From an optimization exercise on the open Yosys and OpenROAD flow, aimed at small area; shortcuts taken in it are not production practice. At most, simulation tests tie the RTL to the original design; equivalence was not proved. Power figures rest on the tool's default switching activity, not on a simulated workload.

quartz:
Design keypad_calc_top, start of the top module:
module keypad_calc_top (
    input  logic        clk,
    input  logic        reset_p,
    input  logic [3:0]  row,
    output logic [3:0]  col,
    output logic [3:0]  key_value,
    output logic        key_valid,
    output logic [53:0] result,
    output logic [63:0] result_bcd,
    output logic        result_ready
);
For scale: about 580 cells after synthesis, ~8900 um2 of cells after synthesis.
Settings: LEC_CHECK=0, CAP_MARGIN=0, CORE_MARGIN=10, CORE_UTILIZATION=70, SLEW_MARGIN=0; clock period 260.0 ns.
standard.sh (not shown) runs the stock make flow with config.mk's settings and CLKGATE_MAP_FILE= SYNTH_SCRIPT=/design/flow/synth_recipe.tcl, a recipe that flattens the netlist after the stock synthesis.
==> flow/flow/run.sh <==
#!/bin/bash
# Standard layout (the standard.sh) with three changes:
#  - after the standard synthesis, its combinational logic is re-mapped for
#    area by ABC (flow/resyn.tcl); registers and full adders are untouched,
#    and flow/equiv.tcl proves the result equal to the standard netlist
#  - port buffers use the smallest buffer cell
#  - a leaner clock tree (clkbuf_8, clusters of 18, no dummy loads)
# Each tool's output goes to a log file in this folder.
set -euo pipefail
export BUFFER_PORTS_ARGS="-buffer_cell sky130_fd_sc_hd__buf_1"
export CTS_ARGS="-sink_clustering_enable -repair_clock_nets -dont_use_dummy_load -buf_list sky130_fd_sc_hd__clkbuf_8 -sink_clustering_size 18 -sink_clustering_max_diameter 55"
bash standard.sh synth > standard_synth.log 2>&1
RES=orfs/results/sky130hd/keypad_calc_top/base
cp $RES/1_2_yosys.v standard_synth.v
export RESYN_IN=$(pwd)/standard_synth.v RESYN_OUT=$(pwd)/resyn.v RESYN_SCRIPT=$(pwd)/flow/resyn.abc
$FLOW_HOME/../tools/install/yosys/bin/yosys -c flow/resyn.tcl > resyn_yosys.log 2>&1
$FLOW_HOME/../tools/install/yosys/bin/yosys -c flow/equiv.tcl > resyn_equiv.log 2>&1
if grep -q -e assign -e '\$lut' resyn.v; then echo "resyn.v is not a plain cell netlist" >&2; exit 1; fi
cp resyn.v $RES/1_2_yosys.v
bash standard.sh > standard_flow.log 2>&1
==> flow/flow/resyn.abc <==
strash
dc2
dch -f
map -a
mfs2 -a
strash
&get -n
&st
&dch -f
&nf -a -R 1000
&put
topo
Other scripts of this flow, unchanged in this note and not shown: flow/flow/equiv.tcl, flow/flow/resyn.tcl
Looking at the reports, quartz completed the entire flow and the layout it produced met the timing, DRC and antenna checks.
What amber does differently from quartz at the input level:
- GPL_TIMING_DRIVEN newly set to 0
--- a/flow/flow/resyn.abc
+++ b/flow/flow/resyn.abc
@@ -10,3 +10,10 @@
 &nf -a -R 1000
 &put
+mfs2 -a
+strash
+&get -n
+&st
+&dch -f
+&nf -a -R 1000
+&put
 topo
## What came out
- amber went all the way through the flow, and no timing, DRC or antenna check failed.
- quartz tops out at a higher clock frequency than amber.
- Synthesis-to-layout area growth sits higher in amber than in quartz.
- amber vs quartz — final routed wirelength across all metal layers dropped by a few percent
- Die area is higher on quartz
- Re sequential power: amber and quartz aren't equal, and the lower value belongs to amber.
- amber vs quartz: total power down
- Final setup skew ends up higher on amber.
- Compared amber vs quartz, and largest voltage drop on the vdd net is down in amber.
- The register-to-register slack number comes out lower for amber vs quartz.
[inputs] harbor vs amber
- removing GPL_TIMING_DRIVEN (formerly 0)
--- outcome ---
harbor finished end to end and its layout was clean on timing, DRC and antenna. Diff harbor and amber: post-route clock skew lower in harbor. Any difference in maximum clock path buffer count between amber and harbor is small enough to ignore. harbor reports a higher layout cell share with drive strength beyond 1 than amber does. Share of the clock period used by the worst path after layout of harbor is on par with amber.

* * *

The RTL this note starts from:
==> flow/design.v <==
package calc_pkg;
    typedef logic [3:0] key_code_t;
    localparam key_code_t KEY_1      = 4'h0;
    localparam key_code_t KEY_2      = 4'h1;
    localparam key_code_t KEY_3      = 4'h2;
    localparam key_code_t KEY_ADD    = 4'h3;
    localparam key_code_t KEY_4      = 4'h4;
    localparam key_code_t KEY_5      = 4'h5;
    localparam key_code_t KEY_6      = 4'h6;
    localparam key_code_t KEY_SUB    = 4'h7;
    localparam key_code_t KEY_7      = 4'h8;
    localparam key_code_t KEY_8      = 4'h9;
    localparam key_code_t KEY_9      = 4'ha;
    localparam key_code_t KEY_MUL    = 4'hb;
    localparam key_code_t KEY_CLEAR  = 4'hc;
    localparam key_code_t KEY_0      = 4'hd;
    localparam key_code_t KEY_EQUALS = 4'he;
    localparam key_code_t KEY_DIV    = 4'hf;
    typedef enum logic [4:0] {
        SCAN_0   = 5'b00001,
        SCAN_1   = 5'b00010,
        SCAN_2   = 5'b00100,
        SCAN_3   = 5'b01000,
        KEY_HELD = 5'b10000
    } scan_state_t;
    typedef enum logic [2:0] {OP_NONE, OP_ADD, OP_SUB, OP_MUL, OP_DIV} calc_op_t;
    localparam int OPERAND_W        = 32;
    localparam int RESULT_W         = 54;
    localparam int BCD_DIGITS       = 16;
    localparam int SCAN_TICK_CYCLES = 64;    
endpackage
module keypad_scanner (
    input  logic       clk,
    input  logic       reset_p,
    input  logic [3:0] row,
    output logic [3:0] col,
    output logic [3:0] key_value,
    output logic       key_valid,
    output logic [5:0] tc,           
    output logic       cap,          
    output logic [3:0] cap_code      
);
    logic [1:0] cidx;
    logic [1:0] rlow;
    logic       tick;
    logic       row_any;
    assign tick    = &tc;
    assign row_any = |row;
    assign rlow    = row[0] ? 2'd0 : row[1] ? 2'd1 : row[2] ? 2'd2 : 2'd3;
    assign col     = 4'b0001 << cidx;
    assign cap     = tick & ~key_valid & row_any;
    assign cap_code = {rlow, cidx};
    always_ff @(posedge clk or posedge reset_p) begin
        if (reset_p) begin
            tc        <= '0;
            cidx      <= '0;
            key_valid <= 1'b0;
            key_value <= '0;
        end else begin
            tc <= tc + 1'b1;
            if (tick) begin
                if (!key_valid) begin
                    if (row_any) begin
                        key_valid <= 1'b1;
                        key_value <= cap_code;
                    end else begin
                        cidx <= cidx + 1'b1;
                    end
                end else if (!row_any) begin
                    key_valid <= 1'b0;
                    cidx      <= '0;
                end
            end
        end
    end
endmodule
module calc_core (
    input  logic        clk,
    input  logic        reset_p,
    input  logic [5:0]  tc,
    input  logic        cap,
    input  logic [3:0]  cap_code,
    input  logic [3:0]  key_value,
    output logic [53:0] result,
    output logic [63:0] result_bcd,
    output logic        result_ready
);
    logic k_dig, k_clr, k_op, k_eq;
    assign k_op  = (cap_code[1:0] == 2'd3);
    assign k_clr = (cap_code == 4'hc);
    assign k_eq  = (cap_code == 4'he);
    assign k_dig = ~k_op & ~k_clr & ~k_eq;
    logic [3:0] dval;
    always_comb begin
        case (key_value[3:2])
            2'd0:    dval = {2'b00, key_value[1:0]} + 4'd1;
            2'd1:    dval = {2'b00, key_value[1:0]} + 4'd4;
            2'd2:    dval = {2'b00, key_value[1:0]} + 4'd7;
            default: dval = 4'd0;
        endcase
    end
    logic        second, ev, fv, ent;
    logic [1:0]  op;       
    logic [1:0]  ph;
    logic [31:0] E, F;
    logic [53:0] R;
    logic [63:0] D;
    logic op_key, eq_key;
    assign op_key = cap & k_op & ~second;
    assign eq_key = cap & k_eq & second;
    logic       p1d, p2d, p3d;
    logic [1:0] ec;
    logic       dbit;
    logic [2:0] et;
    assign dbit = (tc[4:2] == 3'd0) & dval[tc[1:0]];
    assign et   = {2'b00, p1d} + {2'b00, p3d} + {2'b00, dbit} + {1'b0, ec};
    always_ff @(posedge clk) begin
        p1d <= ent & E[0] & ev;
        p2d <= p1d;
        p3d <= p2d;
        ec  <= ent ? et[2:1] : 2'd0;
    end
    logic        ph1, ph2, ph3, step, xfer, bcd_step, first;
    logic        is_div, is_mul, last;
    logic        abit, bz;
    logic        sel_r, lsb, m, inv, r_en;
    logic [53:0] X, Y, sum;
    logic        q;
    assign ph1      = (ph == 2'd1);
    assign ph2      = (ph == 2'd2);
    assign ph3      = (ph == 2'd3);
    assign step     = ph1 & ~tc[5];
    assign xfer     = ph1 & tc[5] & is_div;
    assign bcd_step = ph2 | (ph3 & (tc < 6'd44));
    assign first    = (tc[4:0] == 5'd0);
    assign last     = (tc[4:0] == 5'd31);
    assign is_div   = (op == 2'd3);
    assign is_mul   = (op == 2'd2);
    assign abit     = F[~tc[4:0]] & fv;
    assign bz       = ~ev | (E == 32'd0);
    always_comb begin
        sel_r = 1'b1;
        lsb   = 1'b0;
        m     = 1'b0;
        inv   = 1'b0;
        r_en  = 1'b0;
        if (step) begin
            sel_r = ~first;
            r_en  = 1'b1;
            if (is_div) begin
                lsb = abit;
                m   = ev;
                inv = first | ~R[33];
            end else if (is_mul) begin
                m   = abit & ev;
            end else begin
                lsb = abit;
                m   = last & ev;
                inv = last & op[0];
            end
        end else if (xfer) begin
            sel_r = ~first;
            lsb   = D[15] & ~bz;
            r_en  = 1'b1;
        end else if (bcd_step) begin
            lsb  = R[53];
            r_en = ~tc[0];
        end
    end
    assign X   = {R[52:33], R[32:0] & {33{sel_r}}, lsb};
    assign Y   = {{22{inv}}, ({32{m}} & E) ^ {32{inv}}};
    logic [54:0] cy;
    always_comb begin
        cy[0] = inv;
        for (int i = 0; i < 54; i++) begin
            sum[i]    = X[i] ^ Y[i] ^ cy[i];
            cy[i + 1] = (X[i] & Y[i]) | (cy[i] & (X[i] ^ Y[i]));
        end
    end
    assign q   = ~sum[33];
    logic [31:0] d_half;
    logic        d_cy, cf, kill;
    bin_to_bcd u_dd (
        .d      (D[31:0]),
        .adj    (bcd_step),
        .bit_in (step ? q : (bcd_step & (tc[0] ? cf : R[53]))),
        .d_next (d_half),
        .carry  (d_cy)
    );
    assign kill = ph1 & tc[5];
    always_ff @(posedge clk)
        cf <= d_cy;
    always_ff @(posedge clk) begin
        if (ent)
            E <= {et[0], E[31:1]};
        if (op_key) begin
            F  <= E;
            fv <= ev;
            op <= cap_code[3:2];
        end
        if (r_en)
            R <= sum;
        if (ph1 | bcd_step)
            D <= {d_half[31:17], d_half[16] & ~kill, d_half[15:0], D[63:32]};
    end
    always_ff @(posedge clk or posedge reset_p) begin
        if (reset_p) begin
            second <= 1'b0;
            ev     <= 1'b0;
            ent    <= 1'b0;
            ph     <= 2'd0;
        end else begin
            if (cap & k_dig)
                ent <= 1'b1;
            else if (last)
                ent <= 1'b0;
            if (ent & last)
                ev <= 1'b1;
            else if ((cap & k_clr) | op_key | (ph1 & (&tc)))
                ev <= 1'b0;
            if (op_key)
                second <= 1'b1;
            else if (eq_key)
                second <= 1'b0;
            if (eq_key)
                ph <= 2'd1;
            else if (ph1 & (&tc))
                ph <= 2'd2;
            else if (ph2 & (&tc))
                ph <= 2'd3;
            else if (result_ready)
                ph <= 2'd0;
        end
    end
    assign result_ready = ph3 & (tc == 6'd44);
    assign result       = R;
    assign result_bcd   = D;
endmodule
module bin_to_bcd (
    input  logic [31:0] d,
    input  logic        adj,
    input  logic        bit_in,
    output logic [31:0] d_next,
    output logic        carry
);
    logic [31:0] a;
    always_comb begin
        for (int i = 0; i < 8; i++) begin
            logic a3, a2, a1, a0, ge5;
            {a3, a2, a1, a0} = d[4*i +: 4];
            ge5 = adj & (a3 | (a2 & (a1 | a0)));
            a[4*i + 3] = ge5 | a3;
            a[4*i + 2] = ge5 ? a3 & a0 : a2;
            a[4*i + 1] = ge5 ? (a3 ? ~a0 : a1 & a0) : a1;
            a[4*i + 0] = ge5 ^ a0;
        end
    end
    assign d_next = {a[30:0], bit_in};
    assign carry  = a[31];
endmodule
module keypad_calc_top (
    input  logic        clk,
    input  logic        reset_p,
    input  logic [3:0]  row,
    output logic [3:0]  col,
    output logic [3:0]  key_value,
    output logic        key_valid,
    output logic [53:0] result,
    output logic [63:0] result_bcd,
    output logic        result_ready
);
    logic [5:0] tc;
    logic       cap;
    logic [3:0] cap_code;
    keypad_scanner u_scanner (
        .clk       (clk),
        .reset_p   (reset_p),
        .row       (row),
        .col       (col),
        .key_value (key_value),
        .key_valid (key_valid),
        .tc        (tc),
        .cap       (cap),
        .cap_code  (cap_code)
    );
    calc_core u_calc (
        .clk          (clk),
        .reset_p      (reset_p),
        .tc           (tc),
        .cap          (cap),
        .cap_code     (cap_code),
        .key_value    (key_value),
        .result       (result),
        .result_bcd   (result_bcd),
        .result_ready (result_ready)
    );
endmodule
Settings: LEC_CHECK=0, CAP_MARGIN=20, CORE_MARGIN=10, CORE_UTILIZATION=35, SLEW_MARGIN=20; clock period 260.0 ns.
==> flow/flow/run.sh <==
#!/bin/bash
# The standard layout (the standard.sh, standard synthesis unchanged),
# with two placement/CTS arguments changed:
#  - port buffers use the smallest buffer cell instead of clkdlybuf4s50_1
#  - clock tree: clkbuf_8 buffers, larger sink clusters, no dummy loads
set -euo pipefail
export BUFFER_PORTS_ARGS="-buffer_cell sky130_fd_sc_hd__buf_1"
export CTS_ARGS="-sink_clustering_enable -repair_clock_nets -dont_use_dummy_load -buf_list sky130_fd_sc_hd__clkbuf_8 -sink_clustering_size 30"
bash standard.sh > standard_flow.log 2>&1
The starting point completed with no timing, DRC or antenna violations.
Next try:
==> flow/run.sh (new file) <==
#!/bin/bash
# synth_recipe.tcl (not shown) runs the flow's synth.tcl, then flattens the netlist and writes it again
# the make line also repeats each setting of config.mk as NAME=value (left out here)
make -C /OpenROAD-flow-scripts/flow DESIGN_CONFIG=/design/flow/config.mk WORK_HOME=/design/flow/orfs CLKGATE_MAP_FILE= SYNTH_SCRIPT=/design/flow/synth_recipe.tcl finish
--- a/flow/config.mk
+++ b/flow/config.mk
@@ -9,3 +9,4 @@
 export CORE_MARGIN = 10
 export CORE_UTILIZATION = 35
+export CTS_BUF_LIST = sky130_fd_sc_hd__clkbuf_4
 export SLEW_MARGIN = 20
removed: flow/flow/run.sh
removed: flow/standard.sh
After rerunning: Clock-buffer cell count went up by 55. Hold slack gains 0.0098 ns. Critical path depth does not change. Utilization is higher by 3.9 points. Synthesized cell count is unchanged.
No functional check of the RTL was part of any run of this note.

-- afterwards: timing with drivers on the ports --
How much do the figures lean on ideal ports? The routed layouts below were timed once more, with nothing changed but the port constraints. Step 1 assumes that a clkbuf_16 drives the clock port and a buf_2 every other input. Step 2 also shifts input and output timing later by t, the mid clock arrival at the registers, as if the neighbouring blocks saw the same clock. a / b / c = no drivers / after step 1 / after step 2; a / b = the first two.
run | t (ns) | slack for setup (ns) | hold WS [ns] | pins driven straight from the clock port
quartz | 0.506 | 205.867 / 205.830 / 206.042 | 0.318 / 0.318 / 0.318 | 1
amber | 0.514 | 205.647 / 205.609 / 205.757 | 0.343 / 0.343 / 0.343 | 1
harbor | 0.502 | 205.792 / 205.752 / 206.254 | 0.350 / 0.350 / 0.350 | 1
the first run of note 2 | 0.544 | 205.805 / 205.766 / 206.310 | 0.322 / 0.322 / 0.322 | 1
the second run of note 2 | 0.701 | 205.221 / 205.176 / 205.877 | 0.332 / 0.332 / 0.332 | 1
After both steps setup and hold are still met in every run listed.
